Context: an optimization exercise on an open-source flow, tuned for small area, a short achievable clock period and few clock cycles per item. The choices shown serve that exercise and are no tape-out recipe. Function was checked by simulation only, so behaviour that the tests miss may differ from the original. No activity file was given, so power comes from the tool's default toggle rates.

==> design/flow/run.sh <==
#!/bin/bash
# synth_recipe.tcl (not shown) runs the flow's synth.tcl, then flattens the netlist and writes it again
# the make line also repeats each setting of config.mk as NAME=value (left out here)
make -C /OpenROAD-flow-scripts/flow DESIGN_CONFIG=/design/flow/config.mk WORK_HOME=/design/flow/orfs CLKGATE_MAP_FILE= SYNTH_SCRIPT=/design/flow/synth_recipe.tcl finish
==> design/flow/config.mk <==
export PLATFORM = sky130hd
export DESIGN_NAME = tick_cpu_job_scheduler
export DESIGN_NICKNAME = tick_cpu_job_scheduler
export VERILOG_FILES = /design/flow/design.v
export SDC_FILE = /design/flow/constraint.sdc
export NUM_CORES = 4
export LEC_CHECK = 0
export CAP_MARGIN = 20
export CORE_MARGIN = 2
export CORE_UTILIZATION = 40
export SLEW_MARGIN = 20
==> design/flow/constraint.sdc <==
create_clock -name core_clock -period 10.0 [get_ports {clk}]
set_input_delay 2.0000 -clock core_clock [delete_from_list [all_inputs] [get_ports {clk}]]
set_output_delay 2.0000 -clock core_clock [all_outputs]
set_load 0.01 [all_outputs]
==> design/flow/design.v <==
package tcjs_pkg;
	localparam int MAX_JOBS_DEF  = 16;
	localparam int TIME_BITS_DEF = 32;
	localparam int ID_W    = 8;
	localparam int BURST_W = 16;
	localparam int PRIO_W  = 8;
	localparam int ARR_W   = 32;
	localparam int TICK_W  = 32;
	localparam int SUM_W   = 48;
	localparam int DONE_W  = 16;
	localparam int MODE_W  = 3;
	localparam int QUANT_W = 16;
	localparam int CFG_W   = 16;
	localparam int CIDX_W  = 1;
	localparam logic OP_ADD  = 1'b0;
	localparam logic OP_TICK = 1'b1;
	localparam logic [CIDX_W-1:0] CFG_MODE    = 1'd0;
	localparam logic [CIDX_W-1:0] CFG_QUANTUM = 1'd1;
	localparam logic [MODE_W-1:0] MODE_FCFS    = 3'd0;
	localparam logic [MODE_W-1:0] MODE_SJF_NP  = 3'd1;
	localparam logic [MODE_W-1:0] MODE_SJF_P   = 3'd2;
	localparam logic [MODE_W-1:0] MODE_PRIO_NP = 3'd3;
	localparam logic [MODE_W-1:0] MODE_PRIO_P  = 3'd4;
	localparam logic [MODE_W-1:0] MODE_RR      = 3'd5;
	typedef enum logic [1:0] {
		SLOT_EMPTY,
		SLOT_WAIT,
		SLOT_READY
	} slot_st_t;
	typedef enum logic [3:0] {
		ST_IDLE,
		ST_DECODE,
		ST_ADD_SCAN,
		ST_ADMIT,
		ST_PICK_INIT,
		ST_PICK_SCAN,
		ST_RUN,
		ST_WAIT_CALC,
		ST_FIX,
		ST_OUT
	} ctrl_st_t;
	typedef struct packed {
		logic latch;
		logic add_step;
		logic set_full;
		logic adm_step;
		logic adm_end;
		logic pick_clear;
		logic take_lock;
		logic pick_step;
		logic run;
		logic wait_calc;
		logic fix;
		logic out_load;
	} dp_cmd_t;
	typedef struct packed {
		logic op;
		logic slot_empty;
		logic adm_done;
		logic lock_hit;
		logic mode_none;
		logic out_free;
	} dp_stat_t;
endpackage
module tcjs_ctrl #(
	parameter int MAX_JOBS = tcjs_pkg::MAX_JOBS_DEF,
	parameter int CNT_W    = $clog2(MAX_JOBS + 1)
) (
	input  logic                 clk,
	input  logic                 arst_n,
	input  logic                 in_valid,
	input  tcjs_pkg::dp_stat_t   stat,
	output tcjs_pkg::dp_cmd_t    cmd,
	output logic [CNT_W-1:0]     idx,
	output logic                 idle
);
	tcjs_pkg::ctrl_st_t state_q;
	tcjs_pkg::ctrl_st_t state_d;
	logic [CNT_W-1:0] idx_q, idx_d;
	logic last_slot;
	assign last_slot = (idx_q == CNT_W'(MAX_JOBS - 1));
	assign idx  = idx_q;
	assign idle = (state_q == tcjs_pkg::ST_IDLE);
	always_ff @(posedge clk or negedge arst_n) begin
		if (!arst_n) begin
			state_q <= tcjs_pkg::ST_IDLE;
			idx_q   <= '0;
		end else begin
			state_q <= state_d;
			idx_q   <= idx_d;
		end
	end
	always_comb begin
		state_d = state_q;
		idx_d   = idx_q;
		case (state_q)
			tcjs_pkg::ST_IDLE: begin
				idx_d = '0;
				if (in_valid) state_d = tcjs_pkg::ST_DECODE;
			end
			tcjs_pkg::ST_DECODE: begin
				idx_d   = '0;
				state_d = (stat.op == tcjs_pkg::OP_ADD) ? tcjs_pkg::ST_ADD_SCAN : tcjs_pkg::ST_ADMIT;
			end
			tcjs_pkg::ST_ADD_SCAN: begin
				if (stat.slot_empty || last_slot) state_d = tcjs_pkg::ST_OUT;
				else idx_d = idx_q + 1'b1;
			end
			tcjs_pkg::ST_ADMIT: begin
				if (stat.adm_done) begin
					state_d = tcjs_pkg::ST_PICK_INIT;
					idx_d   = '0;
				end else begin
					idx_d = idx_q + 1'b1;
				end
			end
			tcjs_pkg::ST_PICK_INIT: begin
				idx_d = '0;
				if (stat.lock_hit || stat.mode_none) state_d = tcjs_pkg::ST_RUN;
				else state_d = tcjs_pkg::ST_PICK_SCAN;
			end
			tcjs_pkg::ST_PICK_SCAN: begin
				if (last_slot) state_d = tcjs_pkg::ST_RUN;
				else idx_d = idx_q + 1'b1;
			end
			tcjs_pkg::ST_RUN:       state_d = tcjs_pkg::ST_WAIT_CALC;
			tcjs_pkg::ST_WAIT_CALC: state_d = tcjs_pkg::ST_FIX;
			tcjs_pkg::ST_FIX:       state_d = tcjs_pkg::ST_OUT;
			tcjs_pkg::ST_OUT: begin
				if (stat.out_free) state_d = tcjs_pkg::ST_IDLE;
			end
			default: state_d = tcjs_pkg::ST_IDLE;
		endcase
	end
	always_comb begin
		cmd = '0;
		case (state_q)
			tcjs_pkg::ST_IDLE:     cmd.latch = in_valid;
			tcjs_pkg::ST_ADD_SCAN: begin
				cmd.add_step = stat.slot_empty;
				cmd.set_full = !stat.slot_empty && last_slot;
			end
			tcjs_pkg::ST_ADMIT: begin
				cmd.adm_step = !stat.adm_done;
				cmd.adm_end  = stat.adm_done;
			end
			tcjs_pkg::ST_PICK_INIT: begin
				cmd.pick_clear = 1'b1;
				cmd.take_lock  = stat.lock_hit;
			end
			tcjs_pkg::ST_PICK_SCAN: cmd.pick_step = 1'b1;
			tcjs_pkg::ST_RUN:       cmd.run = 1'b1;
			tcjs_pkg::ST_WAIT_CALC: cmd.wait_calc = 1'b1;
			tcjs_pkg::ST_FIX:       cmd.fix = 1'b1;
			tcjs_pkg::ST_OUT:       cmd.out_load = stat.out_free;
			default:      cmd = '0;
		endcase
	end
endmodule
module tcjs_datapath #(
	parameter int MAX_JOBS  = tcjs_pkg::MAX_JOBS_DEF,
	parameter int TIME_BITS = tcjs_pkg::TIME_BITS_DEF,
	parameter int CNT_W     = $clog2(MAX_JOBS + 1)
) (
	input  logic                          clk,
	input  logic                          arst_n,
	input  tcjs_pkg::dp_cmd_t             cmd,
	input  logic [CNT_W-1:0]              idx,
	output tcjs_pkg::dp_stat_t            stat,
	input  logic                          cfg_write,
	input  logic [tcjs_pkg::CIDX_W-1:0]   cfg_index,
	input  logic [tcjs_pkg::CFG_W-1:0]    cfg_data,
	input  logic                          operation,
	input  logic [tcjs_pkg::ID_W-1:0]     job_id,
	input  logic [tcjs_pkg::BURST_W-1:0]  job_burst,
	input  logic [tcjs_pkg::PRIO_W-1:0]   job_priority,
	input  logic [tcjs_pkg::ARR_W-1:0]    job_arrival,
	input  logic                          out_stall,
	output logic                          out_valid,
	output logic                          table_full,
	output logic                          running_valid,
	output logic [tcjs_pkg::ID_W-1:0]     running_id,
	output logic                          job_finished,
	output logic [tcjs_pkg::TICK_W-1:0]   turnaround_ticks,
	output logic [tcjs_pkg::TICK_W-1:0]   waiting_ticks,
	output logic [tcjs_pkg::SUM_W-1:0]    sum_turnaround,
	output logic [tcjs_pkg::SUM_W-1:0]    sum_waiting,
	output logic [tcjs_pkg::DONE_W-1:0]   done_count,
	output logic [tcjs_pkg::TICK_W-1:0]   now_tick
);
	localparam int IDX_W = (MAX_JOBS > 1) ? $clog2(MAX_JOBS) : 1;
	logic [tcjs_pkg::MODE_W-1:0]  mode_q;
	logic [tcjs_pkg::QUANT_W-1:0] quant_q;
	tcjs_pkg::slot_st_t            status_q [MAX_JOBS];
	logic [tcjs_pkg::ID_W-1:0]     ident_q  [MAX_JOBS];
	logic [tcjs_pkg::BURST_W-1:0]  remain_q [MAX_JOBS];
	logic [tcjs_pkg::BURST_W-1:0]  orig_q   [MAX_JOBS];
	logic [tcjs_pkg::PRIO_W-1:0]   urg_q    [MAX_JOBS];
	logic [TIME_BITS-1:0] arr_q   [MAX_JOBS];
	logic [IDX_W-1:0]    order_q  [MAX_JOBS];
	logic [IDX_W-1:0]    waitq_q  [MAX_JOBS];
	logic [CNT_W-1:0]    oc_q, wcnt_q, kept_q;
	logic [TIME_BITS-1:0] time_q;
	logic [tcjs_pkg::QUANT_W-1:0]  ql_q;
	logic [IDX_W-1:0]    lock_slot_q;
	logic                lock_valid_q;
	logic [tcjs_pkg::SUM_W-1:0]    tot_turn_q, tot_wait_q;
	logic [tcjs_pkg::DONE_W-1:0]   fin_cnt_q;
	logic                op_q;
	logic [tcjs_pkg::ID_W-1:0]     in_id_q;
	logic [tcjs_pkg::BURST_W-1:0]  in_burst_q;
	logic [tcjs_pkg::PRIO_W-1:0]   in_prio_q;
	logic [TIME_BITS-1:0] in_arr_q;
	logic [IDX_W-1:0]    best_q;
	logic [tcjs_pkg::BURST_W-1:0]  bkey_q;
	logic [IDX_W-1:0]    bord_q;
	logic                bv_q;
	logic                rm_q, rot_q;
	logic                full_q, rv_q, fin_q;
	logic [tcjs_pkg::ID_W-1:0]     rid_q;
	logic [tcjs_pkg::TICK_W-1:0]   tat_q, wt_q, now_q;
	logic                ov_q;
	logic [IDX_W-1:0]    slot_i, rank_i, wslot, rp;
	logic [tcjs_pkg::BURST_W-1:0]  key_i;
	logic                better;
	logic                arrived;
	logic                done;
	logic [TIME_BITS-1:0] t_raw;
	logic [tcjs_pkg::TICK_W-1:0]   tat_sat;
	logic [tcjs_pkg::QUANT_W-1:0]  qv, ql0, ql_dec;
	logic                key_mode_burst, key_mode_prio, np_mode;
	assign slot_i = idx[IDX_W-1:0];
	assign rank_i = idx[IDX_W-1:0];
	assign wslot  = waitq_q[rank_i];
	assign rp     = cmd.adm_step ? wslot : (cmd.pick_step ? slot_i : best_q);
	assign key_mode_burst = (mode_q == tcjs_pkg::MODE_SJF_NP) || (mode_q == tcjs_pkg::MODE_SJF_P);
	assign key_mode_prio  = (mode_q == tcjs_pkg::MODE_PRIO_NP) || (mode_q == tcjs_pkg::MODE_PRIO_P);
	assign np_mode        = (mode_q == tcjs_pkg::MODE_SJF_NP) || (mode_q == tcjs_pkg::MODE_PRIO_NP);
	assign key_i = key_mode_burst ? remain_q[rp] :
	               key_mode_prio  ? tcjs_pkg::BURST_W'(urg_q[rp]) : '0;
	assign better = (status_q[rp] == tcjs_pkg::SLOT_READY) &&
	                (!bv_q || (key_i < bkey_q) || (key_i == bkey_q && order_q[rp] < bord_q));
	assign arrived = (arr_q[rp] <= time_q);
	assign done    = (remain_q[rp] <= tcjs_pkg::BURST_W'(1));
	assign t_raw   = time_q + TIME_BITS'(1) - arr_q[rp];
	assign tat_sat = (64'(t_raw) > 64'hFFFF_FFFF) ? '1 : tcjs_pkg::TICK_W'(t_raw);
	assign qv     = (quant_q == '0) ? tcjs_pkg::QUANT_W'(1) : quant_q;
	assign ql0    = (ql_q == '0) ? qv : ql_q;
	assign ql_dec = ql0 - 1'b1;
	assign stat.op         = op_q;
	assign stat.slot_empty = (status_q[slot_i] == tcjs_pkg::SLOT_EMPTY);
	assign stat.adm_done   = (idx >= wcnt_q);
	assign stat.lock_hit   = np_mode && lock_valid_q && (status_q[lock_slot_q] == tcjs_pkg::SLOT_READY);
	assign stat.mode_none  = (mode_q > tcjs_pkg::MODE_RR);
	assign stat.out_free   = !ov_q || !out_stall;
	always_ff @(posedge clk or negedge arst_n) begin
		if (!arst_n) begin
			mode_q  <= tcjs_pkg::MODE_FCFS;
			quant_q <= tcjs_pkg::QUANT_W'(1);
		end else if (cfg_write) begin
			case (cfg_index)
				tcjs_pkg::CFG_MODE:    mode_q  <= cfg_data[tcjs_pkg::MODE_W-1:0];
				tcjs_pkg::CFG_QUANTUM: quant_q <= cfg_data[tcjs_pkg::QUANT_W-1:0];
				default:     mode_q  <= mode_q;
			endcase
		end
	end
	always_ff @(posedge clk or negedge arst_n) begin
		if (!arst_n) begin
			for (int i = 0; i < MAX_JOBS; i++) status_q[i] <= tcjs_pkg::SLOT_EMPTY;
		end else begin
			if (cmd.add_step) status_q[slot_i] <= tcjs_pkg::SLOT_WAIT;
			if (cmd.adm_step && arrived) status_q[wslot] <= tcjs_pkg::SLOT_READY;
			if (cmd.fix && rm_q) status_q[best_q] <= tcjs_pkg::SLOT_EMPTY;
		end
	end
	always_ff @(posedge clk) begin
		if (cmd.add_step) begin
			ident_q[slot_i]  <= in_id_q;
			remain_q[slot_i] <= (in_burst_q == '0) ? tcjs_pkg::BURST_W'(1) : in_burst_q;
			orig_q[slot_i]   <= (in_burst_q == '0) ? tcjs_pkg::BURST_W'(1) : in_burst_q;
			urg_q[slot_i]    <= in_prio_q;
			arr_q[slot_i]    <= in_arr_q;
			waitq_q[wcnt_q[IDX_W-1:0]] <= slot_i;
		end
		if (cmd.adm_step && !arrived) waitq_q[kept_q[IDX_W-1:0]] <= wslot;
		if (cmd.run && bv_q && !done) remain_q[best_q] <= remain_q[best_q] - 1'b1;
	end
	always_ff @(posedge clk) begin
		for (int i = 0; i < MAX_JOBS; i++) begin
			if (cmd.adm_step && arrived && wslot == IDX_W'(i)) begin
				order_q[i] <= oc_q[IDX_W-1:0];
			end else if (cmd.fix && (rm_q || rot_q)) begin
				if (rot_q && best_q == IDX_W'(i))
					order_q[i] <= IDX_W'(oc_q - 1'b1);
				else if (status_q[i] == tcjs_pkg::SLOT_READY && best_q != IDX_W'(i) &&
				         order_q[i] > order_q[best_q])
					order_q[i] <= order_q[i] - 1'b1;
			end
		end
	end
	always_ff @(posedge clk or negedge arst_n) begin
		if (!arst_n) begin
			oc_q         <= '0;
			wcnt_q       <= '0;
			kept_q       <= '0;
			time_q       <= '0;
			ql_q         <= '0;
			lock_slot_q  <= '0;
			lock_valid_q <= 1'b0;
			tot_turn_q   <= '0;
			tot_wait_q   <= '0;
			fin_cnt_q    <= '0;
			bv_q         <= 1'b0;
			rm_q         <= 1'b0;
			rot_q        <= 1'b0;
			ov_q         <= 1'b0;
		end else begin
			if (cmd.latch) begin
				kept_q <= '0;
				bv_q   <= 1'b0;
				rm_q   <= 1'b0;
				rot_q  <= 1'b0;
			end
			if (cmd.add_step) wcnt_q <= wcnt_q + 1'b1;
			if (cmd.adm_step) begin
				if (arrived) oc_q <= oc_q + 1'b1;
				else kept_q <= kept_q + 1'b1;
			end
			if (cmd.adm_end) wcnt_q <= kept_q;
			if (cmd.pick_clear) begin
				bv_q <= cmd.take_lock;
				if (cmd.take_lock) best_q <= lock_slot_q;
			end
			if (cmd.pick_step && better) begin
				bv_q   <= 1'b1;
				best_q <= slot_i;
				bkey_q <= key_i;
				bord_q <= order_q[rp];
			end
			if (cmd.run) begin
				if (np_mode) begin
					lock_valid_q <= bv_q && !done;
					lock_slot_q  <= bv_q ? best_q : '0;
				end else if (mode_q <= tcjs_pkg::MODE_RR) begin
					lock_valid_q <= 1'b0;
				end
				rm_q <= bv_q && done;
				if (bv_q && mode_q == tcjs_pkg::MODE_RR) begin
					if (done) begin
						ql_q <= qv;
					end else if (ql_dec == '0) begin
						ql_q  <= qv;
						rot_q <= 1'b1;
					end else begin
						ql_q <= ql_dec;
					end
				end
			end
			if (cmd.fix) begin
				time_q <= time_q + 1'b1;
				if (fin_q) begin
					tot_turn_q <= tot_turn_q + tcjs_pkg::SUM_W'(tat_q);
					tot_wait_q <= tot_wait_q + tcjs_pkg::SUM_W'(wt_q);
					fin_cnt_q  <= fin_cnt_q + 1'b1;
				end
				if (rm_q) oc_q <= oc_q - 1'b1;
			end
			if (cmd.out_load) ov_q <= 1'b1;
			else if (!out_stall) ov_q <= 1'b0;
		end
	end
	always_ff @(posedge clk) begin
		if (cmd.latch) begin
			op_q       <= operation;
			in_id_q    <= job_id;
			in_burst_q <= job_burst;
			in_prio_q  <= job_priority;
			in_arr_q   <= TIME_BITS'(job_arrival);
			full_q     <= 1'b0;
			rv_q       <= 1'b0;
			fin_q      <= 1'b0;
			rid_q      <= '0;
			tat_q      <= '0;
			wt_q       <= '0;
			now_q      <= tcjs_pkg::TICK_W'(64'(time_q));
		end
		if (cmd.set_full) full_q <= 1'b1;
		if (cmd.run && bv_q) begin
			rv_q  <= 1'b1;
			rid_q <= ident_q[best_q];
			fin_q <= done;
			if (done) tat_q <= tat_sat;
		end
		if (cmd.wait_calc && fin_q) begin
			wt_q <= (tat_q > tcjs_pkg::TICK_W'(orig_q[best_q])) ? tat_q - tcjs_pkg::TICK_W'(orig_q[best_q]) : '0;
		end
		if (cmd.out_load) begin
			table_full       <= full_q;
			running_valid    <= rv_q;
			running_id       <= rid_q;
			job_finished     <= fin_q;
			turnaround_ticks <= tat_q;
			waiting_ticks    <= wt_q;
			sum_turnaround   <= tot_turn_q;
			sum_waiting      <= tot_wait_q;
			done_count       <= fin_cnt_q;
			now_tick         <= now_q;
		end
	end
	assign out_valid = ov_q;
endmodule
module tick_cpu_job_scheduler #(
	parameter int MAX_JOBS  = tcjs_pkg::MAX_JOBS_DEF,
	parameter int TIME_BITS = tcjs_pkg::TIME_BITS_DEF
) (
	input  logic                          clk,
	input  logic                          arst_n,
	input  logic                          cfg_write,
	input  logic [tcjs_pkg::CIDX_W-1:0]   cfg_index,
	input  logic [tcjs_pkg::CFG_W-1:0]    cfg_data,
	input  logic                          in_valid,
	output logic                          in_stall,
	input  logic                          operation,
	input  logic [tcjs_pkg::ID_W-1:0]     job_id,
	input  logic [tcjs_pkg::BURST_W-1:0]  job_burst,
	input  logic [tcjs_pkg::PRIO_W-1:0]   job_priority,
	input  logic [tcjs_pkg::ARR_W-1:0]    job_arrival,
	output logic                          out_valid,
	input  logic                          out_stall,
	output logic                          table_full,
	output logic                          running_valid,
	output logic [tcjs_pkg::ID_W-1:0]     running_id,
	output logic                          job_finished,
	output logic [tcjs_pkg::TICK_W-1:0]   turnaround_ticks,
	output logic [tcjs_pkg::TICK_W-1:0]   waiting_ticks,
	output logic [tcjs_pkg::SUM_W-1:0]    sum_turnaround,
	output logic [tcjs_pkg::SUM_W-1:0]    sum_waiting,
	output logic [tcjs_pkg::DONE_W-1:0]   done_count,
	output logic [tcjs_pkg::TICK_W-1:0]   now_tick
);
	localparam int CNT_W = $clog2(MAX_JOBS + 1);
	tcjs_pkg::dp_cmd_t          cmd;
	tcjs_pkg::dp_stat_t         stat;
	logic [CNT_W-1:0] idx;
	logic             idle;
	assign in_stall = !idle;
	tcjs_ctrl #(
		.MAX_JOBS (MAX_JOBS),
		.CNT_W    (CNT_W)
	) u_ctrl (
		.clk      (clk),
		.arst_n   (arst_n),
		.in_valid (in_valid),
		.stat     (stat),
		.cmd      (cmd),
		.idx      (idx),
		.idle     (idle)
	);
	tcjs_datapath #(
		.MAX_JOBS  (MAX_JOBS),
		.TIME_BITS (TIME_BITS),
		.CNT_W     (CNT_W)
	) u_dp (
		.clk              (clk),
		.arst_n           (arst_n),
		.cmd              (cmd),
		.idx              (idx),
		.stat             (stat),
		.cfg_write        (cfg_write),
		.cfg_index        (cfg_index),
		.cfg_data         (cfg_data),
		.operation        (operation),
		.job_id           (job_id),
		.job_burst        (job_burst),
		.job_priority     (job_priority),
		.job_arrival      (job_arrival),
		.out_stall        (out_stall),
		.out_valid        (out_valid),
		.table_full       (table_full),
		.running_valid    (running_valid),
		.running_id       (running_id),
		.job_finished     (job_finished),
		.turnaround_ticks (turnaround_ticks),
		.waiting_ticks    (waiting_ticks),
		.sum_turnaround   (sum_turnaround),
		.sum_waiting      (sum_waiting),
		.done_count       (done_count),
		.now_tick         (now_tick)
	);
endmodule
==> run notes <==
VDD IR max 186 uV; antenna-violating nets left 0; syn_area_per_cell 13.6 sq um; Ports 308; worst-path cell with the longest stage delay mux2i_4; met3 wire length 21800 um; Hold Crit Class reg -> reg; drt pass-1 iters 6; die area 237000 sq um; number of nets in the layout 7538; Iter 0 DRT Violations 7416; detailed-route wire length 280000 um; Layout Skew 0.0404 ns; fmax 0.120 GHz; dpl cells 9983; Worst-path clk slew 0.07 ns; Tot GR Track Use 23.1%; count of cell types in the netlist 85; number of CTS-inserted buffers 210; PwrDens 252 nW/um^2; Critical Path AT 8.85 ns; most frequent cells in the layout edfxtp_1, nand2_1, clkdlybuf4s50_1, ha_1, a21oi_1; Largest stage delay, worst path 0.63 ns; CTS Root Cell clkbuf_16; setup TNS 0 ns; Layout area overhead 15.0%; Top Layer Used met5; via count 60900; share of cells above drive strength 1 12.1%; Max Cap Viol 0; met2 wire length 128000 um; vias in the first global route 59400; synthesized cell area 93400 sq um; initial core utilization 40.2%; status finished clean; CTS tree done; Yosys Warn Count 4; Critical Path Sink Type flip-flop; remaining global-route overflow 0; Core ar. 232000 sq um; most repeated library cell on the critical path buf_4; Post-synth EDFFs 1789; Critical Path RT 10.53 ns; Setup CP Type reg -> reg; Setup Fix Bufs, Post-CTS 0; # hold bufs at CTS 0; relative slew slack 17.6%; most common cell after layout, fill and taps aside edfxtp_1; Die H 487 um; register bit total from synthesis 2070; maximum clock insertion buffer count 3; crit path max fanout 61; RSZ-0062 raised after global routing false; fin crit share 83.2%; initial antenna violation count 10; syn_nets 7239; Max Transition Viols Final 0; H-tree levels 4; Port Buffers 307; setup violators final 0; Worst R2R Setup Slack 1.68 ns; worst-margin pin slew 1.24 ns; GP Congestion 0.958; hpwl dp 178000 um; final non-filler cell total 10400; die width 487 um; clk latency of the worst-skew pair 0.89 ns; DRC Markers 0; post-synthesis cell count 6857; Final min period 8.32 ns; largest net degree at the start of global routing 118; wire per inst 26.9 um; Hold Slack 0.411 ns; Std-Cell Rows 177; Final Hold Fails 0; first-pass GRT wire length 407000 um; Avg Vias per Cell 5.86; M1 WL 118000 um; asr flop ratio synth 11.7%; post-synthesis sequential area ratio 64.8%; CP Launch Type flip-flop; Synth Flop Type edfxtp_1; clk sinks 2070; Leak Pwr 0.0382 uW; post-CTS sizing 0
[layout make-up]
type | instances | area, sq um
Antenna cell | 9 | 22.5
Clock buffer | 273 | 5720
Clock inverter | 122 | 1210
Fill cell | 20200 | 125000
Inverter | 260 | 981
Multi-Input combinational cell | 4143 | 30700
Sequential cell | 2070 | 60600
Tap cell | 3043 | 3810
Timing Repair Buffer | 471 | 4420
[worst max-delay path, delay by kind of cell, from the launching register on]
kind	cells	cell delay [ns]
AOI/OAI and AO/OA	9	1.23
adders and majority gates	1	0.19
buffers and inverters	6	1.96
DFF	1	0.35
muxes	4	1.88
and+or+nand+nor	8	2.28
[kinds of logic after synthesis]
group | Yosys count | synth area share (%)
AOI/OAI and AO/OA | 1358 | 9.35
xor gates and xnor gates | 241 | 2.26
adders and majority gates | 295 | 3.99
buffers and inverters | 644 | 2.67
DFF | 2070 | 64.8
muxes | 353 | 7.41
and+or+nand+nor | 1896 | 9.47
[final timing paths]
kind,startpoint,to,depth (start not counted)
hold reg to reg,u_dp.now_q[31],u_dp.now_tick[31],0
setup reg to reg,u_ctrl.idx_q[0],u_dp.waitq_q[15][1],28
hold / removal,u_dp.now_q[31],u_dp.now_tick[31],0
setup / recovery,u_ctrl.idx_q[0],u_dp.waitq_q[15][1],28
min in group asynchronous,arst_n,u_dp.quant_q[10],1
max in group asynchronous,arst_n,u_dp.time_q[12],3
[stage by stage]
| stage | utilization [%] | setup WS, ns | power, uW | area, sq um |
|---|---|---|---|---|
| 3_3_place_gp | 43.2 | 1.48 | 19100 | 100000 |
| 5_1_grt | 46.2 | 1.03 | 28400 | 107000 |
| 3_5_place_dp | 43.2 | 1.71 | 19300 | 100000 |
| 2_1_floorplan | - | 1.57 | 16200 | 93400 |
| 6_report | 46.2 | 1.68 | 27100 | 107000 |
| 4_1_cts | 46.2 | 1.64 | 27200 | 107000 |
[layer usage]
layer	track usage, %	vias to the layer above
met5	0	-
met4	9.48	10
met2	36.4	2753
met1	31.9	30800
met3	3.88	560
li1	-	26800
[flip-flops by register name, indices dropped and copies added (netlist names), 32 cells and up, named ones only]
register and cells:
u_dp.tat_q 32, u_dp.ident_q 128, u_dp.sum_turnaround 48, u_dp.tot_wait_q 48, u_dp.remain_q 256, u_dp.sum_waiting 48
u_dp.status_q 32, u_dp.urg_q 128, u_dp.waiting_ticks 32, u_dp.time_q 32, u_dp.waitq_q 64, u_dp.order_q 64
u_dp.wt_q 32, u_dp.turnaround_ticks 32, u_dp.tot_turn_q 48, u_dp.arr_q 512, u_dp.now_tick 32, u_dp.in_arr_q 32
u_dp.orig_q 256, u_dp.now_q 32
[power breakdown]
part           leakage [uW]  total, uW  switching [uW]  internal, uW
sequential           0.0196      11100             814         10300
combinational        0.0153       8110            5210          2900
clock               0.00334       7890            3410          4480
total                0.0382      27100            9430         17700
[cell usage after synthesis, types with 36 or more instances]
library cell / n / share of area, %
clkbuf_1: 306 / 1.2
mux4_2: 266 / 6.4
dfxtp_1: 38 / 0.81
a21oi_1: 290 / 1.6
or3_1: 41 / 0.27
mux2_2: 47 / 0.57
mux2i_1: 38 / 0.41
nor2_1: 263 / 1.1
xnor2_1: 157 / 1.5
buf_2: 44 / 0.24
and3_1: 153 / 1.0
ha_1: 290 / 3.9
a31oi_1: 145 / 0.97
edfxtp_1: 1789 / 58
inv_1: 260 / 1.0
nand2b_1: 46 / 0.31
nand3_1: 190 / 1.0
a211oi_1: 106 / 0.85
o21ai_1: 36 / 0.19
dfrtp_1: 242 / 6.5
nand2_1: 829 / 3.3
xor2_1: 84 / 0.79
nand4_1: 76 / 0.51
o22ai_1: 101 / 0.68
nor3_1: 122 / 0.65
a21o_1: 80 / 0.64
nor2b_1: 47 / 0.31
o21ai_0: 277 / 1.5
a22oi_1: 58 / 0.47
Testbench counts, summed over its fixed seeds: cycles 134,489, items 7,200.

[afterwards: timing with drivers on the ports]
Ports are ideal in the flow. The routed layout listed here was re-timed in OpenROAD. Step 1: set_driving_cell puts a clkbuf_16 on clk and a buf_2 on each other input, an assumption about the parent block. Step 2 adds t to the input delays and takes it off the output delays; t is the mean of the earliest and latest rising clock arrival at the registers after step 1. Input paths then give back, and output paths get back, about the clock's delay inside the block. a / b / c = ideal ports / drivers / drivers and shift; a / b = the first two.
t (ns): 0.964
setup WS [ns]: 1.677 / 1.677 / 1.677
latest minus earliest clock arrival (ns): 0.044 / 0.043
worst data-port slew with drivers (ns): 0.12
After both steps setup and hold are still met in this run. For this run, drivers alone change the setup slack by 0.000 ns; drivers and shift together by 0.000 ns.
